What follows belongs to an exercise in optimizing a design on an open flow for small area; a production flow would make more cautious choices.
Where RTL was checked, it was by simulation tests only, not by an equivalence proof against the original.
Power is estimated from default activity; no workload was simulated.

## v6
// color_tracker_top
module color_tracker_top (
   input  logic       clk_camera,
   input  logic       sys_rst_camera,
   input  logic [7:0] camera_d_i,
   input  logic       cam_pclk_i,
   input  logic       cam_hsync_i,
   input  logic       cam_vsync_i,
   output logic [8:0] centroid_x_o,
   output logic [7:0] centroid_y_o,
   output logic       centroid_valid_o,
   output logic       uart_txd_o
);
Size in the first run: about 1000 cells after synthesis, about 210 flip-flops, about 32 I/O pins.
clock: 6.0 ns
lec_check: 0
cap_margin: 20
core_margin: 2
core_utilization: 40
cts_buf_list: sky130_fd_sc_hd__clkbuf_8
cts_cluster_diameter: 80
cts_cluster_size: 14
place_density: 0.6
slew_margin: 20
run.sh (not shown) runs the stock make flow with config.mk's settings and CLKGATE_MAP_FILE= SYNTH_SCRIPT=/design/flow/synth_recipe.tcl, a recipe that flattens the netlist after the stock synthesis.
## Diff of input files: v7 against v6
-- flow/design.v --
<<< v6, line 203
   trk_inc #(16) u_incx (.a(sum_x[24:9]), .ci(cx), .s(inc_x), .co());
   trk_inc #(16) u_incy (.a(sum_y[23:8]), .ci(cy), .s(inc_y), .co());
   trk_inc #(16) u_incn (.a(count), .ci(hit_d & ~busy), .s(inc_n), .co());
   trk_inc #(3) u_incsn (.a(side_n), .ci(hit_d), .s(inc_sn), .co());
   logic [16:0] tr_x, tr_y;
>>> v7, line 203
   trk_inc #(16) u_incx (.a(sum_x[24:9]), .ci(cx), .s(inc_x), .co());
   trk_inc #(16) u_incy (.a(sum_y[23:8]), .ci(cy), .s(inc_y), .co());
   trk_inc #(16) u_incn (.a(count), .ci(hit_d), .s(inc_n), .co());
   trk_inc #(3) u_incsn (.a(side_n), .ci(hit_d), .s(inc_sn), .co());
   logic [16:0] tr_x, tr_y;
<<< v6, line 248
         else sum_y[23:8] <= inc_y;
         if (merge) count <= {13'd0, inc_sn};
         else count <= inc_n;
         if (start) cnt <= 5'd2;
         else if (cnt != 5'd0) cnt <= cnt + 5'd1;
>>> v7, line 248
         else sum_y[23:8] <= inc_y;
         if (merge) count <= {13'd0, inc_sn};
         else if (!busy) count <= inc_n;
         if (start) cnt <= 5'd2;
         else if (cnt != 5'd0) cnt <= cnt + 5'd1;
<<< v6, line 303
      if (rst) begin
         idx  <= 2'd3;
         code <= 4'd4;
      end else if (idx == 2'd3) begin
         if (report_tick) idx <= 2'd0;
>>> v7, line 303
      if (rst) begin
         idx  <= 2'd3;
         code <= 4'd2;
      end else if (idx == 2'd3) begin
         if (report_tick) idx <= 2'd0;
<<< v6, line 309
         if (code == 4'd1) begin
            idx  <= idx + 2'd1;
            code <= 4'd4;
         end else if (!bitper || baud_tick) begin
            code <= code + 4'd1;
>>> v7, line 309
         if (code == 4'd1) begin
            idx  <= idx + 2'd1;
            code <= 4'd2;
         end else if (code == 4'd3) begin
            code <= 4'd6;
         end else if (!bitper || baud_tick) begin
            code <= code + 4'd1;
Notes after the runs:
v6 and v7 all finish clean. The final core utilization reported for v7 is greater than that of v6 by 0.37 points. Global routing met2 resource utilization, v6 and v7: lower on v7. | routed via count | v7 vs v6 | 3.0% higher |. v7 ends up with lower sequential portion of the cell area than v6 does. Compared with v6, v7 improves switching power.
Only the layout flow was run in v6; the RTL was not checked for function there.

* * *

## wip/yarrow
Another version of the RTL of color_tracker_top (not shown whole).
For scale: ~950 cells after synthesis, about 32 I/O pins, about 10000 sq um of cells after synthesis.
## color_tracker_top
module color_tracker_top (
   input  logic       clk_camera,
   input  logic       sys_rst_camera,
   input  logic [7:0] camera_d_i,
   input  logic       cam_pclk_i,
   input  logic       cam_hsync_i,
   input  logic       cam_vsync_i,
   output logic [8:0] centroid_x_o,
   output logic [7:0] centroid_y_o,
   output logic       centroid_valid_o,
   output logic       uart_txd_o
);
   wire rst = sys_rst_camera;
   logic [7:0] d0;
   logic       p0, p1, h0, h1, v0;
   logic       phase;
   logic [7:0] hi;
   logic [8:0] col;
   logic [7:0] row;
   logic       pix_d, hit_d;
   always_ff @(posedge clk_camera) begin
      d0 <= camera_d_i;
      p0 <= cam_pclk_i;
      p1 <= p0;
      h0 <= cam_hsync_i;
      h1 <= h0;
      v0 <= cam_vsync_i;
   end
   logic       e_phase;
   logic       rise, fall, take, pix;
   logic [8:0] col_inc;
   logic [7:0] row_inc;
   always_comb begin
      e_phase = phase & ~rst;
      rise    = p0 & ~(p1 & ~rst);
      fall    = ~h0 & h1 & ~rst;
      take    = ~v0 & ~fall & rise & h0;
      pix     = take & e_phase;
   end
   trk_inc #(9) u_colinc (.a(col), .ci(pix_d), .s(col_inc), .co());
   trk_inc #(8) u_rowinc (.a(row), .ci(1'b1), .s(row_inc), .co());
   always_ff @(posedge clk_camera) begin
      if (v0 || rst) begin
         col <= 9'd0;
      end else if (fall) begin
         col <= 9'd0;
      end else begin
         col <= col_inc;
      end
      if (v0 || rst) begin
         row <= 8'd0;
      end else if (fall) begin
         row <= row_inc;
      end
      phase <= ~v0 & ~fall & (e_phase ^ take);
      if (~e_phase) hi <= d0;
      pix_d <= pix;
   end
   logic cmp;
  ...
clock: 6.0 ns
lec_check: 0
cap_margin: 20
core_margin: 2
core_utilization: 40
cts_buf_list: sky130_fd_sc_hd__clkbuf_4
cts_cluster_diameter: 60
cts_cluster_size: 8
place_density: 0.6
slew_margin: 20
standard.sh (not shown) runs the stock make flow with config.mk's settings and CLKGATE_MAP_FILE= SYNTH_SCRIPT=/design/flow/synth_recipe.tcl, a recipe that flattens the netlist after the stock synthesis.
==> flow/flow/run.sh <==
#!/bin/bash
# Standard synthesis and layout, with two layout options changed:
#  - port buffers use the smallest buffer cell,
#  - the clock tree is built without dummy loads,

set -uo pipefail
bash standard.sh finish \
  "BUFFER_PORTS_ARGS=-buffer_cell sky130_fd_sc_hd__buf_1" \
  "CTS_ARGS=-sink_clustering_enable -repair_clock_nets -sink_clustering_size 8 -sink_clustering_max_diameter 60 -buf_list sky130_fd_sc_hd__clkbuf_4 -dont_use_dummy_load" \
  > standard.log 2>&1
Inputs modified between wip/yarrow and wip/willow:
-- flow/design.v --
<<< wip/yarrow, line 159
      end
      phase <= ~v0 & ~fall & (e_phase ^ take);
      if (~e_phase) hi <= d0;
      pix_d <= pix;
   end
>>> wip/willow, line 159
      end
      phase <= ~v0 & ~fall & (e_phase ^ take);
      if (take & ~e_phase) hi <= d0;
      pix_d <= pix;
   end
[summary]
From wip/willow to wip/yarrow, number of buffers on the longest clock path did not move at all.
wip/willow against wip/yarrow: area share of and/or/nand/nor cells after synthesis saw a decrease, placed cell area saw an increase, combinational share of power saw a decrease, share of synthesized area occupied by flip-flops and latches saw a decrease, clock sink total saw little to no change.
Share of power burned in the clock network sits higher in wip/willow than in wip/yarrow.

[static timing again, ports no longer ideal]
In the flow no input, the clock included, has a driving cell. The finished layouts below were timed again as built, in two steps. Step 1 (the two cells are an assumption about what drives the block):
set clk [get_ports {clk_camera}]
set_driving_cell -lib_cell sky130_fd_sc_hd__clkbuf_16 $clk
set_driving_cell -lib_cell sky130_fd_sc_hd__buf_2 [delete_from_list [all_inputs] $clk]
Step 2 moves the port delays by t, midway between the first and last clock arrival at a register: inputs arrive t later, outputs are due t later. That takes back most of the time a late clock gives input paths. Slacks: ideal / step 1 / step 2; pairs: ideal / step 1.
| run | shift t [ns] | setup WS [ns] | cell pins on the clock port's net |
|---|---|---|---|
| v6 | 0.558 | 0.804 / 0.804 / 0.804 | 1 |
| v7 | 0.552 | 1.114 / 1.114 / 1.114 | 1 |
| wip/yarrow | 0.677 | 0.740 / 0.740 / 0.740 | 1 |
| wip/willow | 0.691 | 0.662 / 0.662 / 0.662 | 1 |
After both steps setup and hold are still met in every run listed.
